This design comes from an exercise in tuning for small area, a short achievable clock period and few clock cycles on the open sky130 flow, not from production work. RTL that was checked went through simulation tests only; none was proved equivalent to the original. Function not checked in runs 1 and 3: the RTL went through the layout flow alone.

File: flow/config.mk
export PLATFORM = sky130hd
export DESIGN_NAME = hash_chain_anchor_sealer_core
export DESIGN_NICKNAME = hash_chain_anchor_sealer_core
export VERILOG_FILES = /design/flow/design.v
export SDC_FILE = /design/flow/constraint.sdc
export NUM_CORES = 4
export LEC_CHECK = 0
export CAP_MARGIN = 20
export CORE_MARGIN = 2
export CORE_UTILIZATION = 40
export SLEW_MARGIN = 20
File: flow/constraint.sdc
create_clock -name core_clock -period 11.0 [get_ports {clk}]
set_input_delay 2.2000 -clock core_clock [delete_from_list [all_inputs] [get_ports {clk}]]
set_output_delay 2.2000 -clock core_clock [all_outputs]
set_load 0.01 [all_outputs]
File: flow/design.v
package hcas_pkg;
	localparam logic [63:0] FNV_BASIS  = 64'hcbf29ce484222325;
	localparam logic [63:0] GOLDEN_ADD = 64'h9e3779b97f4a7c15;
	localparam logic [63:0] MIX_MUL_A  = 64'hbf58476d1ce4e5b9;
	localparam logic [63:0] MIX_MUL_B  = 64'h94d049bb133111eb;
	localparam logic [63:0] MIX_MUL_A3 = 64'h3e08d64756aeb12b;    
	localparam logic [63:0] MIX_MUL_B3 = 64'hbe70dd31399335c1;    
	function automatic logic [40:0] mul_1b3(input logic [31:0] x);
		logic [40:0] w;
		begin
			w = {9'd0, x};
			mul_1b3 = w + (w << 1) + (w << 4) + (w << 5) + (w << 7) + (w << 8);
		end
	endfunction
	function automatic logic [127:0] csa(input logic [63:0] a, input logic [63:0] b,
			input logic [63:0] d);
		csa = {((a & b) | (a & d) | (b & d)) << 1, a ^ b ^ d};
	endfunction
	function automatic logic [23:0] rad4(input logic [15:0] d);
		logic [7:0] hi, lo;
		begin
			hi = {d[15], d[13], d[11], d[9], d[7], d[5], d[3], d[1]};
			lo = {d[14], d[12], d[10], d[8], d[6], d[4], d[2], d[0]};
			rad4 = {hi & lo, hi & ~lo, ~hi & lo};
		end
	endfunction
endpackage
import hcas_pkg::*;
module hcas_mul64 (
	input  logic        sel_b,
	input  logic        first,
	input  logic [23:0] bd,
	input  logic [63:0] s_i,
	input  logic [63:0] c_i,
	output logic [63:0] s_o,
	output logic [63:0] c_o
);
	logic [63:0] c1, c2, c3;
	logic [63:0] row [10];
	always_comb begin
		c1 = sel_b ? MIX_MUL_B : MIX_MUL_A;
		c2 = c1 << 1;
		c3 = sel_b ? MIX_MUL_B3 : MIX_MUL_A3;
		for (int r = 0; r < 8; r++)
			row[r + 2] = (({64{bd[r]}} & c1) | ({64{bd[8+r]}} & c2) | ({64{bd[16+r]}} & c3)) << (2 * r);
		row[0] = {first ? 48'd0 : s_i[47:0], 16'd0};
		row[1] = {first ? 48'd0 : c_i[47:0], 16'd0};
	end
	logic [63:0] s1a, c1a, s1b, c1b, s1c, c1c;
	logic [63:0] s2a, c2a, s2b, c2b;
	logic [63:0] s3, c3_, s4, c4;
	assign {c1a, s1a} = hcas_pkg::csa(row[0], row[1], row[2]);
	assign {c1b, s1b} = hcas_pkg::csa(row[3], row[4], row[5]);
	assign {c1c, s1c} = hcas_pkg::csa(row[6], row[7], row[8]);
	assign {c2a, s2a} = hcas_pkg::csa(s1a, c1a, s1b);
	assign {c2b, s2b} = hcas_pkg::csa(c1b, s1c, c1c);
	assign {c3_, s3}  = hcas_pkg::csa(s2a, c2a, s2b);
	assign {c4, s4}   = hcas_pkg::csa(s3, c3_, c2b);
	assign {c_o, s_o} = hcas_pkg::csa(s4, c4, row[9]);
endmodule
import hcas_pkg::*;
module hash_chain_anchor_sealer_core (
	input  logic        clk,
	input  logic        arst_n,
	input  logic        in_valid,
	output logic        in_ready,
	input  logic [7:0]  data_byte,
	input  logic        byte_present,
	input  logic        vector_end,
	output logic        out_valid,
	input  logic        out_ready,
	output logic [63:0] anchor,
	output logic [63:0] input_hash,
	output logic [63:0] output_hash,
	output logic [63:0] context_hash
);
	localparam int D = 3;            
	logic       rdy_q, it_v, it_p, it_e;
	logic [7:0] it_b;
	logic       fire;
	assign fire     = in_valid && rdy_q;
	assign in_ready = rdy_q;
	logic [31:0] run_lo, xl, ylo, lo_h;
	logic [40:0] pl;
	logic        hs_v, hs_p, hs_e;
	logic [8:0]  sp;
	logic [23:0] xq;
	assign xl  = run_lo ^ {24'd0, it_b};
	assign pl  = hcas_pkg::mul_1b3(xl);
	assign ylo = it_p ? pl[31:0] : run_lo;
	logic [31:0] run_hi, yh, hh;
	logic [63:0] hv;
	logic        push, pop;
	assign yh   = run_hi + (run_hi << 1) + (run_hi << 4) + (run_hi << 5) + (run_hi << 7)
	            + (run_hi << 8) + {23'd0, sp} + {xq, 8'd0};
	assign hh   = hs_p ? yh : run_hi;
	assign hv   = {hh, lo_h};
	assign push = hs_v && hs_e;
	logic [63:0] q [D];
	logic [2:0]  cnt, cnt_n;
	assign cnt_n = cnt + 3'(push) - 3'(pop);
	always_ff @(posedge clk or negedge arst_n) begin
		if (!arst_n) begin
			rdy_q  <= 1'b1;
			it_v   <= 1'b0;
			hs_v   <= 1'b0;
			run_lo <= FNV_BASIS[31:0];
			run_hi <= FNV_BASIS[63:32];
			cnt    <= 3'd0;
		end else begin
			it_v  <= fire;
			hs_v  <= it_v;
			cnt   <= cnt_n;
			rdy_q <= (cnt_n + 3'(it_v && it_e) + 3'(fire && vector_end)) < 3'(D);
			if (it_v)
				run_lo <= it_e ? FNV_BASIS[31:0] : ylo;
			if (hs_v)
				run_hi <= hs_e ? FNV_BASIS[63:32] : hh;
		end
	end
	always_ff @(posedge clk) begin
		if (fire) begin
			it_b <= data_byte;
			it_p <= byte_present;
			it_e <= vector_end;
		end
		hs_p <= it_p;
		hs_e <= it_e;
		sp   <= pl[40:32];
		xq   <= xl[23:0];
		lo_h <= ylo;
		for (int i = 0; i < D; i++) begin
			if (pop) begin
				if (i == D - 1)
					q[i] <= hv;
				else if (push && 3'(i + 1) == cnt)
					q[i] <= hv;
				else
					q[i] <= q[i + 1];
			end else if (push && 3'(i) == cnt) begin
				q[i] <= hv;
			end
		end
	end
	localparam logic [2:0] P_IDLE = 3'd0, P_MA = 3'd1, P_RA = 3'd2, P_MB = 3'd3, P_RB = 3'd4;
	logic [2:0]  ph;
	logic [1:0]  stg, step;
	logic        first, sel_b, ov_q, mul;
	logic [23:0] bd;
	logic [63:0] s_q, c_q, acc, s_n, c_n;
	logic [47:0] mq;
	logic [63:0] zs, zc, zs1, zc1, add_a, add_b, sum, f_mq, f_acc;
	logic [63:0] in_h, out_h, ctx_h;
	assign pop = (ph == P_IDLE) && (cnt != 3'd0) && (!ov_q || out_ready);
	assign mul = (ph == P_MA) || (ph == P_MB);
	assign {zc1, zs1} = hcas_pkg::csa(GOLDEN_ADD, q[0] << 6, q[0] >> 2);
	assign {zc, zs}   = hcas_pkg::csa(zs1, zc1, acc);
	assign add_a = (ph == P_IDLE) ? zs : s_q;
	assign add_b = (ph == P_IDLE) ? zc : c_q;
	assign sum   = add_a + add_b;
	assign f_mq  = sum ^ ((ph == P_IDLE) ? (sum >> 30) : (sum >> 27));
	assign f_acc = sum ^ (sum >> 31);
	hcas_mul64 u_mul (
		.sel_b (sel_b),
		.first (first),
		.bd    (bd),
		.s_i   (s_q),
		.c_i   (c_q),
		.s_o   (s_n),
		.c_o   (c_n)
	);
	always_ff @(posedge clk or negedge arst_n) begin
		if (!arst_n) begin
			ph    <= P_IDLE;
			stg   <= 2'd0;
			step  <= 2'd0;
			first <= 1'b0;
			sel_b <= 1'b0;
			acc   <= 64'd0;
			ov_q  <= 1'b0;
		end else begin
			if (ph == P_RB && stg == 2'd2)
				ov_q <= 1'b1;
			else if (out_ready)
				ov_q <= 1'b0;
			first <= pop || (ph == P_RA);
			step  <= mul ? step + 2'd1 : 2'd0;
			case (ph)
				P_IDLE: if (pop) begin
					ph    <= P_MA;
					sel_b <= 1'b0;
				end
				P_MA: if (step == 2'd3) ph <= P_RA;
				P_RA: begin
					ph    <= P_MB;
					sel_b <= 1'b1;
				end
				P_MB: if (step == 2'd3) ph <= P_RB;
				default: begin
					ph  <= P_IDLE;
					acc <= f_acc;
					stg <= (stg == 2'd2) ? 2'd0 : stg + 2'd1;
				end
			endcase
		end
	end
	always_ff @(posedge clk) begin
		if (pop || ph == P_RA) begin
			mq <= f_mq[47:0];
			bd <= hcas_pkg::rad4(f_mq[63:48]);
		end else begin
			mq <= mq << 16;
			bd <= hcas_pkg::rad4(mq[47:32]);
		end
		if (mul) begin
			s_q <= s_n;
			c_q <= c_n;
		end
		if (pop) begin
			if (stg == 2'd0) in_h  <= q[0];
			if (stg == 2'd1) out_h <= q[0];
			if (stg == 2'd2) ctx_h <= q[0];
		end
	end
	assign out_valid    = ov_q;
	assign anchor       = acc;
	assign input_hash   = in_h;
	assign output_hash  = out_h;
	assign context_hash = ctx_h;
endmodule
File: flow/flow/run.sh
#!/bin/bash
set -euo pipefail
bash standard.sh SETUP_SLACK_MARGIN=6.5 finish > standard_flow.log 2>&1
File: flow/standard.sh
#!/bin/bash
# synth_recipe.tcl (not shown) runs the flow's synth.tcl, then flattens the netlist and writes it again
# the make line also repeats each setting of config.mk as NAME=value (left out here)
make -C /OpenROAD-flow-scripts/flow DESIGN_CONFIG=/design/flow/config.mk WORK_HOME=/design/flow/orfs CLKGATE_MAP_FILE= SYNTH_SCRIPT=/design/flow/synth_recipe.tcl "${@:-finish}"
==> metrics.yaml, run 1 <==
status:
  run_status: "finished clean"
detailed_routing:
  vias_per_cell: 5.27
  antenna_violating_nets_post_route: 0
  drt_iter0_markers: 3669
  detail_route.first_pass.iterations: 5
  num_vias: 44256
  detail_route.wl_per_cell_um: 26.1
  drc_errors_left: 0
  totalWireLength_um: 219000
clocking:
  cts.root.buffer_cell: "clkbuf_16"
  cts_max_path_buffers: 3
  clock_latency_on_the_worst_skew_pair_ns: 0.73
  ctsHtreeMaxLevel: 3
  clkSlewWorstSetupHoldPaths_ns: 0.06
  clock_tree_from_tritoncts: "yes"
  cts-buffers-inserted: 90
  clkSinkCount: 799
place:
  preCtsSetupSlack_ns: 5.03
  gp_congestion: 1.01
  detailed_placement_wirelength_estimate_um: 166000
  placed_cells: 7821
  placement.io_buffers: 271
floorplan:
  design.portCount: 272
  floorplan.die.height_um: 386
  initial_utilization: 0.401
  core_area_mm2: 0.145
  die-area_mm2: 0.149
  fp.dieW_um: 386
  placement_rows: 140
sta:
  timing.fmax_ghz: 0.187
  tightest_slew_ns: 1.20
  finalSetupTns_ns: 0
  setup_violations_final: 0
  finalHoldViolCount: 0
  rsz0062_at_grt: "true"
  slew_headroom: 0.199
  final_min_period_over_clock_period: 0.486
  maxSlewViolCount: 0
  fin_ws_ns: 5.66
  finalClockSkew_ns: 0.0360
  finalCriticalPeriod_ns: 5.34
setup_path:
  critical_path_class: "flip-flop to flip-flop"
  critical_path_required_ns: 11.57
  critical_path_arrival_ns: 5.92
  worstPathMaxFanout: 4
  timing.critical_path.from_type: "flip-flop"
  rr_worst_depth: 22
  worst_setup_path_end_kind: "flip-flop"
logic_synthesis:
  yosys_top_cell_area_share: 0.233
  postSynthCellCount: 5808
  yosys.area.top_type: "fa_1"
  edff_count_synth: 388
  ys_top_cells_by_count: "inv_1, nand2_1, fa_1"
  synth.mux.area_fraction: 0.0169
  ys_seq_area_frac: 0.354
  main_combinational_cell_family_by_area_after_synthesis: "adder cells"
  synth_seq_cells: 799
  synth_area_mm2: 0.0583
  simple_gate_area_share_of_the_yosys_netlist: 0.113
  synthesis.nets: 6826
  yosys.area_share.adder: 0.303
  synth.distinct_cells: 100
  most_used_dff_post_synth: "edfxtp_1"
  biggest_area_contributors_in_the_synthesized_netlist: "fa_1, edfxtp_1, dfxtp_1, ha_1, inv_1"
  share_of_flip_flops_with_an_asynchronous_set_or_reset_after_synthesis: 0.180
  synthMostInstantiatedCell: "inv_1"
  synth_compound_gate_area_share: 0.0913
  synthesis.area_per_instance_um2: 10.0
  synth_xor_xnor_area_share: 0.0355
  yosys_warnings: 4
global_routing:
  global_route_wire_length_before_repair_um: 313000
  first_global_vias: 44738
  grt_max_degree: 92
  track_usage: 0.294
  grt_antenna_before_repair: 14
  grt_overflow_total: 0
layout:
  final_cells: 8395
  drive_gt1_frac: 0.214
  finish.net_count: 7414
  area.growth.synth_to_final_pct: 27.3
  layout.core_utilization: 0.511
run:
  maxCapViolations: 0
hold_path:
  min_delay_path_depth: 2
  hold_class: "flip-flop to flip-flop"
[flip-flops by register name (all words and copies together), names as in the netlist, 2 cells and up]
| name | count |
|---|---|
| q | 192 |
| acc | 64 |
| ctx_h | 64 |
| in_h | 64 |
| out_h | 64 |
| s_q | 64 |
| c_q | 58 |
| mq | 48 |
| lo_h | 32 |
| run_hi | 32 |
| run_lo | 32 |
| bd | 24 |
| xq | 24 |
| sp | 9 |
| it_b | 8 |
| cnt | 3 |
| ph | 3 |
| step | 2 |
| stg | 2 |
[cell type report]
cell class	instances	area [um^2]
repair buffers	710	7200
inverters	1086	4150
flip-flops and latches	799	20700
fillers	13058	71000
repair inverters	1	8.76
clock inverters	48	573
well taps	1917	2400
multi-input cells	3708	36600
diodes	4	10.0
clock buffers	122	2520
[per-layer routing]
layer  global-route usage  part of all wire  up-vias
met4                0.151             0.060        4
met2                0.480              0.47     1612
li1                     -                 -    19650
met5                    0           0.00013        -
met1                0.383              0.40    22560
met3               0.0383             0.064      430
[final timing paths]
path | startpoint | endpoint | slack, ns
max | run_hi[7]$_DFFE_PN1P_ | q[1][58]$_DFF_P_ | 5.66
min | mq[28]$_DFF_P_ | mq[44]$_DFF_P_ | 0.42
max reg2reg | run_hi[7]$_DFFE_PN1P_ | q[1][58]$_DFF_P_ | 5.66
min reg2reg | mq[28]$_DFF_P_ | mq[44]$_DFF_P_ | 0.42
max in group asynchronous | arst_n | run_lo[18]$_DFFE_PN0P_ | 8.17
min in group asynchronous | arst_n | acc[41]$_DFFE_PN0N_ | 1.51
[worst max-delay path: stages (launching register included)]
cell        delay [ns]
dfstp_2           0.55
clkinvlp_4        0.16
buf_6             0.16
fa_1              0.51
inv_1             0.06
fa_1              0.48
fa_1              0.49
inv_1             0.05
fa_1              0.49
inv_2             0.05
ha_4              0.22
a21o_1            0.16
a21o_1            0.18
a21oi_2           0.12
nand3b_1          0.12
o311ai_4          0.39
nand2b_1          0.16
a21oi_2           0.16
xnor2_1           0.09
mux2i_2           0.28
nand2_1           0.10
o211ai_1          0.13
o21ai_1           0.09
[cells in the final DEF (no fill, tap or decap), drive strengths merged, types with 26 or more instances in the layout]
| cell | Yosys | final |
|---|---|---|
| o22ai | 48 | 48 |
| nand3 | 43 | 43 |
| o21bai | 26 | 26 |
| inv | 1085 | 1082 |
| dfstp | 29 | 29 |
| nor2 | 378 | 378 |
| or2 | 38 | 38 |
| mux2i | 50 | 50 |
| mux2 | 43 | 43 |
| a21oi | 330 | 330 |
| edfxtp | 388 | 388 |
| nand2b | 69 | 69 |
| xnor2 | 139 | 139 |
| a21o | 77 | 77 |
| nor3 | 31 | 31 |
| xor2 | 88 | 89 |
| clkinv | 1 | 33 |
| dfxtp | 267 | 267 |
| buf | 34 | 432 |
| o211ai | 32 | 32 |
| ha | 327 | 327 |
| clkdlybuf4s50 | 1 | 270 |
| clkbuf | 183 | 124 |
| dfrtp | 115 | 115 |
| fa | 677 | 677 |
| and2 | 32 | 32 |
| nand2 | 755 | 755 |
| nor2b | 91 | 91 |
| o21ai | 217 | 217 |
[stage by stage]
stage / area (um^2) / hold slack, ns
after CTS: 71400 / 0.419
after global routing: 74200 / 0.431
after floorplan: 58800 / 0.382
after detailed placement: 63300 / 0.405
after global placement: 63300 / 0.406
final: 74200 / 0.420
[cell families after synthesis]
group	count (synthesis)
compound gates	868
xor+xnor	227
fa+ha+maj	1004
buf+inv	1304
flops	799
mux	93
simple gates	1513
[what timing repair did]
action,4_1_cts,5_1_grt
setup buffers,262,125
gates cloned,10,3
hold buffers,0,0
resized for setup,595,402
endpoints found under the setup margin,381,302
pin swaps,179,187
==> inputs of run 2 (changes only) <==
--- a/flow/design.v
+++ b/flow/design.v
@@ -81,5 +81,5 @@
 	assign fire     = in_valid && rdy_q;
 	assign in_ready = rdy_q;
-	logic [31:0] run_lo, xl, ylo, lo_h;
+	logic [31:0] run_lo, xl, ylo;
 	logic [40:0] pl;
 	logic        hs_v, hs_p, hs_e;
@@ -90,14 +90,13 @@
 	assign ylo = it_p ? pl[31:0] : run_lo;
 	logic [31:0] run_hi, yh, hh;
-	logic [63:0] hv;
 	logic        push, pop;
 	assign yh   = run_hi + (run_hi << 1) + (run_hi << 4) + (run_hi << 5) + (run_hi << 7)
 	            + (run_hi << 8) + {23'd0, sp} + {xq, 8'd0};
 	assign hh   = hs_p ? yh : run_hi;
-	assign hv   = {hh, lo_h};
 	assign push = hs_v && hs_e;
 	logic [63:0] q [D];
-	logic [2:0]  cnt, cnt_n;
+	logic [2:0]  cnt, cnt_n, wp;
 	assign cnt_n = cnt + 3'(push) - 3'(pop);
+	assign wp    = cnt - 3'(pop);
 	always_ff @(posedge clk or negedge arst_n) begin
 		if (!arst_n) begin
@@ -129,16 +128,13 @@
 		sp   <= pl[40:32];
 		xq   <= xl[23:0];
-		lo_h <= ylo;
 		for (int i = 0; i < D; i++) begin
-			if (pop) begin
-				if (i == D - 1)
-					q[i] <= hv;
-				else if (push && 3'(i + 1) == cnt)
-					q[i] <= hv;
-				else
-					q[i] <= q[i + 1];
-			end else if (push && 3'(i) == cnt) begin
-				q[i] <= hv;
-			end
+			if (it_v && it_e && 3'(i) == cnt_n)
+				q[i][31:0] <= ylo;
+			else if (pop && i < D - 1)
+				q[i][31:0] <= q[i + 1][31:0];
+			if (push && 3'(i) == wp)
+				q[i][63:32] <= hh;
+			else if (pop && i < D - 1)
+				q[i][63:32] <= q[i + 1][63:32];
 		end
 	end
@@ -213,8 +209,6 @@
 			bd <= hcas_pkg::rad4(mq[47:32]);
 		end
-		if (mul) begin
-			s_q <= s_n;
-			c_q <= c_n;
-		end
+		s_q <= s_n;
+		c_q <= c_n;
 		if (pop) begin
 			if (stg == 2'd0) in_h  <= q[0];
==> flow/run.sh (new file) <==
#!/bin/bash
# synth_recipe.tcl (not shown) runs the flow's synth.tcl, then flattens the netlist and writes it again
# the make line also repeats each setting of config.mk as NAME=value (left out here)
make -C /OpenROAD-flow-scripts/flow DESIGN_CONFIG=/design/flow/config.mk WORK_HOME=/design/flow/orfs CLKGATE_MAP_FILE= SYNTH_SCRIPT=/design/flow/synth_recipe.tcl finish
--- a/flow/config.mk
+++ b/flow/config.mk
@@ -9,3 +9,4 @@
 export CORE_MARGIN = 2
 export CORE_UTILIZATION = 40
+export SETUP_SLACK_MARGIN = 5
 export SLEW_MARGIN = 20
removed: flow/flow/run.sh
removed: flow/standard.sh
==> run 2 against run 1 <==
Against the previous run:
- cell count is 8.2% lower
- core utilization is 4.9 points lower
- first-iteration DRC count is 8.3% lower
- die area is 3.4% lower
- clock skew is 0.035 ns higher
- maximum frequency is 8.5% lower
- area after synthesis is 3.4% lower
- global-route usage is 2.7 points lower
- cell area is 13% lower
==> metrics.yaml, run 2 <==
status:
  run_status: "finished clean"
sta:
  finalSetupTns_ns: 0  # unchanged
  maxSlewViolCount: 0  # unchanged
  timing.fmax_ghz: 0.171  # -8.5%
  finalClockSkew_ns: 0.0712  # +0.0353 ns
  slew_headroom: 0.242  # +0.0430
  finalHoldViolCount: 0  # unchanged
  finalCriticalPeriod_ns: 5.84  # +0.497 ns
  rsz0062_at_grt: "true"
  final_min_period_over_clock_period: 0.531  # +0.0452
  fin_ws_ns: 5.16  # -0.497 ns
  setup_violations_final: 0  # unchanged
  tightest_slew_ns: 1.13  # -0.0726 ns
setup_path:
  worstPathMaxFanout: 76  # +72
  critical_path_arrival_ns: 6.44  # +0.52 ns
  timing.critical_path.from_type: "flip-flop"
  worst_setup_path_end_kind: "flip-flop"
  critical_path_required_ns: 11.60  # +0.03 ns
  rr_worst_depth: 18  # -18%
  critical_path_class: "flip-flop to flip-flop"
place:
  preCtsSetupSlack_ns: 3.50  # -1.54 ns
  placement.io_buffers: 271  # unchanged
  placed_cells: 7530  # -3.7%
  gp_congestion: 1.01  # about the same
  detailed_placement_wirelength_estimate_um: 153000  # -8.3%
detailed_routing:
  detail_route.first_pass.iterations: 5  # unchanged
  drt_iter0_markers: 3364  # -8.3%
  vias_per_cell: 5.12  # -2.9%
  num_vias: 39455  # -11%
  drc_errors_left: 0  # unchanged
  antenna_violating_nets_post_route: 0  # unchanged
  totalWireLength_um: 189000  # -14%
  detail_route.wl_per_cell_um: 24.5  # -5.8%
clocking:
  clock_tree_from_tritoncts: "yes"
  clkSlewWorstSetupHoldPaths_ns: 0.07  # about the same
  cts.root.buffer_cell: "clkbuf_16"
  cts_max_path_buffers: 3  # unchanged
  clkSinkCount: 767  # -4.0%
  clock_latency_on_the_worst_skew_pair_ns: 0.73  # about the same
  cts-buffers-inserted: 86  # -4.4%
  ctsHtreeMaxLevel: 3  # unchanged
layout:
  drive_gt1_frac: 0.0631  # -0.151
  final_cells: 7710  # -8.2%
  register_area_mm2: 0.0201  # -3.1%
  fillerInstances: 13181  # +0.94%
  registers.top_by_ff_count: "q"
  multi_input_comb_area_mm2: 0.0317  # -14%
  finish.net_count: 6777  # -8.6%
  layout_common_cells: "inv_1, nand2_1, fa_1"
  layout.core_utilization: 0.462  # -0.0487
  area.growth.synth_to_final_pct: 14.6
  layout_commonest_cell: "inv_1"
  largest_register_ffs: 192  # unchanged
logic_synthesis:
  ys_seq_area_frac: 0.356  # +0.00223
  biggest_area_contributors_in_the_synthesized_netlist: "fa_1, edfxtp_1, dfxtp_1, inv_1, ha_1"
  synthesis.nets: 6532  # -4.3%
  synth_seq_cells: 767  # -4.0%
  yosys_top_cell_area_share: 0.241  # +0.00824
  edff_count_synth: 394  # +1.5%
  synth_area_mm2: 0.0563  # -3.4%
  most_used_dff_post_synth: "edfxtp_1"
  ys_top_cells_by_count: "inv_1, nand2_1, fa_1"
  synthMostInstantiatedCell: "inv_1"
  synthesis.area_per_instance_um2: 10.2  # +1.8%
  yosys_warnings: 4  # unchanged
  synth.distinct_cells: 90  # -10%
  share_of_flip_flops_with_an_asynchronous_set_or_reset_after_synthesis: 0.188  # +0.00752
  yosys.area.top_type: "fa_1"
  postSynthCellCount: 5512  # -5.1%
floorplan:
  floorplan.die.height_um: 379  # -1.7%
  design.portCount: 272  # unchanged
  fp.dieW_um: 379  # -1.7%
  die-area_mm2: 0.144  # -3.4%
  initial_utilization: 0.403  # +0.00205
  placement_rows: 137  # -2.1%
  core_area_mm2: 0.140  # -3.9%
hold_path:
  min_delay_path_depth: 2  # unchanged
  hold_class: "flip-flop to flip-flop"
global_routing:
  first_global_vias: 40653  # -9.1%
  grt_antenna_before_repair: 3  # -11
  global_route_wire_length_before_repair_um: 276000  # -12%
  grt_overflow_total: 0  # unchanged
  grt_max_degree: 95  # +3.3%
  track_usage: 0.266  # -0.0275
run:
  maxCapViolations: 0  # unchanged
## run 2: critical path, cell delays in order (launching register included)
cell,delay (ns)
dfrtp_4,0.76
nor3_2,0.33
buf_8,0.44
and2_1,0.20
ha_1,0.20
inv_1,0.08
fa_1,0.47
nor2b_1,0.18
o2111a_1,0.28
o311ai_4,0.15
a311oi_2,0.55
a21oi_1,0.16
a21oi_1,0.46
o211ai_1,0.16
nor3b_1,0.17
buf_4,0.18
nor2_1,0.50
nor3_1,0.10
a2111o_1,0.30
## run 2: final timing paths
| path | start | end | slack (ns) |
|---|---|---|---|
| max in group asynchronous | arst_n | run_lo[11]$_DFFE_PN0P_ | 7.79 |
| hold reg to reg | mq[23]$_DFF_P_ | mq[39]$_DFF_P_ | 0.41 |
| setup reg to reg | ph[2]$_DFFE_PN0P_ | mq[29]$_DFF_P_ | 5.16 |
| setup / recovery | ph[2]$_DFFE_PN0P_ | mq[29]$_DFF_P_ | 5.16 |
| hold / removal | mq[23]$_DFF_P_ | mq[39]$_DFF_P_ | 0.41 |
| min in group asynchronous | arst_n | run_hi[28]$_DFFE_PN0P_ | 1.58 |
## run 2: repair_timing
item	CTS	global route
setup buffers	8	5
resized for setup	22	26
endpoints found under the setup margin	188	145
pin swaps	2	8
cloned	0	2
hold buffers	0	0
## run 2: cells by family after synthesis
family          after synthesis  share of synthesized area
simple gates               1367                      0.108
buf+inv                    1304                     0.0873
fa+ha+maj                  1006                      0.314
flops                       767                      0.356
compound gates              748                     0.0820
xor+xnor                    219                     0.0342
mux                         101                     0.0186
## run 2: area by class of cell
| cell class | instances | share of cell area |
|---|---|---|
| inverters | 1123 | 0.0655 |
| clock inverters | 54 | 0.0101 |
| repair buffers | 336 | 0.0500 |
| multi-input cells | 3443 | 0.491 |
| clock buffers | 107 | 0.0357 |
| diodes | 4 | 0.000155 |
| well taps | 1876 | 0.0364 |
| flip-flops and latches | 767 | 0.311 |
## run 2: metal layers
layer  global-route usage  wire, um
met5                    0        18
met4                0.118      9730
met3               0.0480     13400
met2                0.427     87900
met1                0.352     78200
## run 2: metrics by stage
step	hold WS (ns)	cell area, um^2
6_report	0.405	64500
5_1_grt	0.430	64500
4_1_cts	0.410	64200
3_5_place_dp	0.400	61100
3_3_place_gp	0.398	61100
2_1_floorplan	0.346	56300
Testbench counts of run 2, summed over its fixed seeds: cycles 31,171.
==> inputs of run 3 (changes only) <==
--- a/flow/design.v
+++ b/flow/design.v
@@ -4,6 +4,4 @@
 	localparam logic [63:0] MIX_MUL_A  = 64'hbf58476d1ce4e5b9;
 	localparam logic [63:0] MIX_MUL_B  = 64'h94d049bb133111eb;
-	localparam logic [63:0] MIX_MUL_A3 = 64'h3e08d64756aeb12b;    
-	localparam logic [63:0] MIX_MUL_B3 = 64'hbe70dd31399335c1;    
 	function automatic logic [40:0] mul_1b3(input logic [31:0] x);
 		logic [40:0] w;
@@ -17,10 +15,11 @@
 		csa = {((a & b) | (a & d) | (b & d)) << 1, a ^ b ^ d};
 	endfunction
-	function automatic logic [23:0] rad4(input logic [15:0] d);
-		logic [7:0] hi, lo;
+	function automatic logic [23:0] booth16(input logic [16:0] d);
+		logic [7:0] t, o, e;
 		begin
-			hi = {d[15], d[13], d[11], d[9], d[7], d[5], d[3], d[1]};
-			lo = {d[14], d[12], d[10], d[8], d[6], d[4], d[2], d[0]};
-			rad4 = {hi & lo, hi & ~lo, ~hi & lo};
+			t = {d[16], d[14], d[12], d[10], d[8], d[6], d[4], d[2]};
+			o = {d[15], d[13], d[11], d[9], d[7], d[5], d[3], d[1]};
+			e = {d[14], d[12], d[10], d[8], d[6], d[4], d[2], d[0]};
+			booth16 = {t, (t & ~o & ~e) | (~t & o & e), o ^ e};
 		end
 	endfunction
@@ -36,18 +35,23 @@
 	output logic [63:0] c_o
 );
-	logic [63:0] c1, c2, c3;
+	logic [63:0] c, c2;
 	logic [63:0] row [10];
+	logic [15:0] negs;
 	always_comb begin
-		c1 = sel_b ? MIX_MUL_B : MIX_MUL_A;
-		c2 = c1 << 1;
-		c3 = sel_b ? MIX_MUL_B3 : MIX_MUL_A3;
-		for (int r = 0; r < 8; r++)
-			row[r + 2] = (({64{bd[r]}} & c1) | ({64{bd[8+r]}} & c2) | ({64{bd[16+r]}} & c3)) << (2 * r);
-		row[0] = {first ? 48'd0 : s_i[47:0], 16'd0};
+		logic [63:0] mag;
+		c    = sel_b ? MIX_MUL_B : MIX_MUL_A;
+		c2   = c << 1;
+		negs = '0;
+		for (int r = 0; r < 8; r++) begin
+			mag = ({64{bd[r]}} & c) | ({64{bd[8+r]}} & c2);
+			row[r + 2] = (mag ^ {64{bd[16+r]}}) << (2 * r);
+			negs[2*r] = bd[16+r];
+		end
+		row[0] = {first ? 48'd0 : s_i[47:0], negs};
 		row[1] = {first ? 48'd0 : c_i[47:0], 16'd0};
 	end
 	logic [63:0] s1a, c1a, s1b, c1b, s1c, c1c;
 	logic [63:0] s2a, c2a, s2b, c2b;
-	logic [63:0] s3, c3_, s4, c4;
+	logic [63:0] s3, c3, s4, c4;
 	assign {c1a, s1a} = hcas_pkg::csa(row[0], row[1], row[2]);
 	assign {c1b, s1b} = hcas_pkg::csa(row[3], row[4], row[5]);
@@ -55,6 +59,6 @@
 	assign {c2a, s2a} = hcas_pkg::csa(s1a, c1a, s1b);
 	assign {c2b, s2b} = hcas_pkg::csa(c1b, s1c, c1c);
-	assign {c3_, s3}  = hcas_pkg::csa(s2a, c2a, s2b);
-	assign {c4, s4}   = hcas_pkg::csa(s3, c3_, c2b);
+	assign {c3, s3}   = hcas_pkg::csa(s2a, c2a, s2b);
+	assign {c4, s4}   = hcas_pkg::csa(s3, c3, c2b);
 	assign {c_o, s_o} = hcas_pkg::csa(s4, c4, row[9]);
 endmodule
@@ -81,5 +85,5 @@
 	assign fire     = in_valid && rdy_q;
 	assign in_ready = rdy_q;
-	logic [31:0] run_lo, xl, ylo;
+	logic [31:0] run_lo, xl, ylo, lo_h;
 	logic [40:0] pl;
 	logic        hs_v, hs_p, hs_e;
@@ -90,13 +94,14 @@
 	assign ylo = it_p ? pl[31:0] : run_lo;
 	logic [31:0] run_hi, yh, hh;
+	logic [63:0] hv;
 	logic        push, pop;
 	assign yh   = run_hi + (run_hi << 1) + (run_hi << 4) + (run_hi << 5) + (run_hi << 7)
 	            + (run_hi << 8) + {23'd0, sp} + {xq, 8'd0};
 	assign hh   = hs_p ? yh : run_hi;
+	assign hv   = {hh, lo_h};
 	assign push = hs_v && hs_e;
 	logic [63:0] q [D];
-	logic [2:0]  cnt, cnt_n, wp;
+	logic [2:0]  cnt, cnt_n;
 	assign cnt_n = cnt + 3'(push) - 3'(pop);
-	assign wp    = cnt - 3'(pop);
 	always_ff @(posedge clk or negedge arst_n) begin
 		if (!arst_n) begin
@@ -128,13 +133,16 @@
 		sp   <= pl[40:32];
 		xq   <= xl[23:0];
+		lo_h <= ylo;
 		for (int i = 0; i < D; i++) begin
-			if (it_v && it_e && 3'(i) == cnt_n)
-				q[i][31:0] <= ylo;
-			else if (pop && i < D - 1)
-				q[i][31:0] <= q[i + 1][31:0];
-			if (push && 3'(i) == wp)
-				q[i][63:32] <= hh;
-			else if (pop && i < D - 1)
-				q[i][63:32] <= q[i + 1][63:32];
+			if (pop) begin
+				if (i == D - 1)
+					q[i] <= hv;
+				else if (push && 3'(i + 1) == cnt)
+					q[i] <= hv;
+				else
+					q[i] <= q[i + 1];
+			end else if (push && 3'(i) == cnt) begin
+				q[i] <= hv;
+			end
 		end
 	end
@@ -144,6 +152,5 @@
 	logic        first, sel_b, ov_q, mul;
 	logic [23:0] bd;
-	logic [63:0] s_q, c_q, acc, s_n, c_n;
-	logic [47:0] mq;
+	logic [63:0] s_q, c_q, acc, mq, s_n, c_n;
 	logic [63:0] zs, zc, zs1, zc1, add_a, add_b, sum, f_mq, f_acc;
 	logic [63:0] in_h, out_h, ctx_h;
@@ -203,12 +210,14 @@
 	always_ff @(posedge clk) begin
 		if (pop || ph == P_RA) begin
-			mq <= f_mq[47:0];
-			bd <= hcas_pkg::rad4(f_mq[63:48]);
+			mq <= f_mq << 16;
+			bd <= hcas_pkg::booth16(f_mq[63:47]);
 		end else begin
 			mq <= mq << 16;
-			bd <= hcas_pkg::rad4(mq[47:32]);
-		end
-		s_q <= s_n;
-		c_q <= c_n;
+			bd <= hcas_pkg::booth16(mq[63:47]);
+		end
+		if (mul) begin
+			s_q <= s_n;
+			c_q <= c_n;
+		end
 		if (pop) begin
 			if (stg == 2'd0) in_h  <= q[0];
==> run 3 against run 2 <==
Against the previous run:
- via count increased by 8.5%
- critical path type unchanged
- critical endpoint is now q[1][56]$_DFF_P_
==> metrics.yaml, run 3 <==
clocking:
  cts_max_path_buffers: 3  # unchanged
  clkSinkCount: 800  # +4.3%
  cts.root.buffer_cell: "clkbuf_16"
  clkSlewWorstSetupHoldPaths_ns: 0.06  # about the same
  cts-buffers-inserted: 92  # +7.0%
  clock_tree_from_tritoncts: "yes"
  ctsHtreeMaxLevel: 3  # unchanged
  cts.hold.buffers_added: 0  # unchanged
  clock_latency_on_the_worst_skew_pair_ns: 0.72  # about the same
detailed_routing:
  drc_errors_left: 0  # unchanged
  detail_route.first_pass.iterations: 6  # +1
  antenna_violating_nets_post_route: 0  # unchanged
  detail_route.wl_per_cell_um: 26.5  # +7.9%
  num_vias: 42821  # +8.5%
  totalWireLength_um: 216000  # +14%
  drt_iter0_markers: 3861  # +15%
  vias_per_cell: 5.24  # +2.5%
logic_synthesis:
  biggest_area_contributors_in_the_synthesized_netlist: "fa_1, edfxtp_1, dfxtp_1, inv_1, ha_1"
  synth.distinct_cells: 78  # -13%
  postSynthCellCount: 5911  # +7.2%
  synthMostInstantiatedCell: "inv_1"
  synthesis.area_per_instance_um2: 10.1  # -1.4%
  synth_seq_cells: 800  # +4.3%
  share_of_flip_flops_with_an_asynchronous_set_or_reset_after_synthesis: 0.180  # -0.00774
  yosys_top_cell_area_share: 0.243  # +0.00199
  synthesis.nets: 6948  # +6.4%
  yosys.area.top_type: "fa_1"
  yosys_warnings: 4  # unchanged
  most_used_dff_post_synth: "edfxtp_1"
  ys_seq_area_frac: 0.347  # -0.00919
  ys_top_cells_by_count: "inv_1, nand2_1, fa_1"
  synth_area_mm2: 0.0595  # +5.8%
  edff_count_synth: 389  # -1.3%
setup_path:
  critical_path_arrival_ns: 6.43  # about the same
  cp_slowest_cell: "dfstp_2"
  cell_chain_of_the_critical_path: "clkinvlp_4 -> fa_1 -> inv_1 -> fa_1 -> fa_1 -> inv_1 -> fa_1 -> inv_1 -> ha_1 -> a21o_1 -> a211oi_1 -> and2_1 -> a221o_1 -> a31oi_2 -> o21a_1 -> o21a_1 -> or3_1 -> a31oi_2 -> o21ai_0 -> mux2_2"
  timing.critical_path.from_type: "flip-flop"
  critical_path_required_ns: 11.60  # about the same
  worstPathMaxFanout: 6  # -92%
  worst_setup_path_end_kind: "flip-flop"
  cp_slowest_stage_delay_ns: 0.58  # -0.18 ns
  critical_path_class: "flip-flop to flip-flop"
  critical_path.most_common_cell: "fa_1"
sta:
  final_min_period_over_clock_period: 0.530  # -0.000653
  slew_headroom: 0.161  # -0.0814
  tightest_slew_ns: 1.25  # +0.121 ns
  fin_hold_ws_ns: 0.423  # +0.0176 ns
  rsz0062_at_grt: "true"
  finalHoldViolCount: 0  # unchanged
  finalClockSkew_ns: 0.0378  # -0.0334 ns
  setup_violations_final: 0  # unchanged
  timing.fmax_ghz: 0.171  # +0.12%
  maxSlewViolCount: 0  # unchanged
  finalSetupTns_ns: 0  # unchanged
  finalCriticalPeriod_ns: 5.83  # -0.00718 ns
floorplan:
  die-area_mm2: 0.152  # +5.7%
  design.portCount: 272  # unchanged
  initial_utilization: 0.403  # about the same
  floorplan.die.height_um: 390  # +2.8%
  placement_rows: 141  # +2.9%
  core_area_mm2: 0.148  # +5.8%
  fp.dieW_um: 390  # +2.8%
status:
  run_status: "finished clean"
layout:
  registers.top_by_ff_count: "q"
  layout.core_utilization: 0.461  # -0.00141
  register_area_mm2: 0.0207  # +3.0%
  finish.net_count: 7192  # +6.1%
  drive_gt1_frac: 0.0629  # -0.000241
  multi_input_comb_area_mm2: 0.0341  # +7.8%
  layout_common_cells: "inv_1, nand2_1, fa_1"
  area.growth.synth_to_final_pct: 14.3
  fillerInstances: 13826  # +4.9%
  stdcell_area_mm2: 0.0680  # +5.5%
  layout_commonest_cell: "inv_1"
  largest_register_ffs: 192  # unchanged
global_routing:
  track_usage: 0.286  # +0.0196
  grt_overflow_total: 0  # unchanged
  grt_antenna_before_repair: 15  # +12
  first_global_vias: 42978  # +5.7%
  grt_max_degree: 110  # +16%
  global_route_wire_length_before_repair_um: 310000  # +12%
place:
  placement.io_buffers: 271  # unchanged
  gp_congestion: 0.992  # -1.7%
  place_area_mm2: 0.0646  # +5.6%
  detailed_placement_wirelength_estimate_um: 176000  # +15%
hold_path:
  hold_class: "flip-flop to flip-flop"
run:
  maxCapViolations: 0  # unchanged
run 3: worst max-delay path: cells and delay by family (launching register included):
| kind | cells | cell delay, ns |
|---|---|---|
| adder cells (fa/ha/maj) | 5 | 2.39 |
| multiplexers | 1 | 0.28 |
| flip-flops | 1 | 0.58 |
| buffers and inverters | 4 | 0.33 |
| AND/OR/NAND/NOR | 2 | 0.53 |
| AO/OA/AOI/OAI | 8 | 1.58 |
run 3: timing repair:
item / CTS / global route
hold endpoints to repair: 0 / 0
resized for setup: 4 / 26
setup buffers: 0 / 10
pin swaps: 0 / 4
endpoints found under the setup margin: 11 / 83
cloned: 0 / 2
run 3: worst paths after layout:
path | from | end | slack (ns) | depth (start not counted)
min in group asynchronous | arst_n | acc[42]$_DFFE_PN0N_ | 1.41 | 1
max reg2reg | run_hi[10]$_DFFE_PN1P_ | q[1][56]$_DFF_P_ | 5.17 | 20
max in group asynchronous | arst_n | run_lo[3]$_DFFE_PN0P_ | 8.41 | 2
min | mq[37]$_DFF_P_ | mq[53]$_DFF_P_ | 0.42 | 2
max | run_hi[10]$_DFFE_PN1P_ | q[1][56]$_DFF_P_ | 5.17 | 20
min reg2reg | mq[37]$_DFF_P_ | mq[53]$_DFF_P_ | 0.42 | 2
run 3: per-layer routing:
metal / track usage / routed length [um] / vias up
met3: 0.0413 / 14900 / 323
met5: 0 / 0 / -
met1: 0.386 / 89800 / 21690
met2: 0.466 / 102000 / 1591
li1: - / - / 19217
met4: 0.111 / 9680 / 0
run 3: cells by family (layout without fill, tap and decap cells):
group | Yosys count | count (layout) | synth area share
adders and majority gates | 1023 | 1023 | 0.306
other | 0 | 1 | 0
AOI/OAI and AO/OA | 875 | 875 | 0.0892
DFF | 800 | 800 | 0.347
xor gates and xnor gates | 348 | 348 | 0.0517
buffers and inverters | 1340 | 1661 | 0.0846
and+or+nand+nor | 1423 | 1425 | 0.103
muxes | 102 | 102 | 0.0181
run 3: final cells by class:
class	count	share of cell area
clock buffers	117	0.0370
flip-flops and latches	800	0.304
multi-input cells	3773	0.501
repair buffers	354	0.0500
well taps	1930	0.0355
inverters	1134	0.0627
clock inverters	56	0.00940
diodes	1	0.0000368
run 3: stage by stage:
stage,worst slack (ns),std cells
after global placement,4.85,7976
final,5.17,8165
after detailed placement,4.83,7978
after floorplan,4.88,5911
after CTS,4.97,8151
after global routing,4.89,8164

## afterwards: timing with drivers on the ports
In the flow no input, the clock included, has a driving cell. The finished layouts below were timed again as built, in two steps.
Step 1, drivers: a clkbuf_16 drives clk and a buf_2 each remaining input, both assumed.
Step 2 times the ports against the registers' clock, not the clock port: input delays grow and output delays shrink by t, the midpoint of the rising clock arrivals with the driver on.
Slacks: ideal ports / drivers / drivers and shift; pairs: ideal ports / drivers.
run	t (ns)	setup WS [ns]	worst setup path at the end
run 1	0.789	5.656 / 5.656 / 5.656	register to register
run 2	0.767	5.159 / 5.159 / 4.552	input to register
run 3	0.782	5.166 / 5.166 / 5.166	register to register
After both steps every run listed still meets setup and hold. For run 2, which loses most, drivers alone change the setup slack by 0.000 ns; drivers and shift together by -0.607 ns.
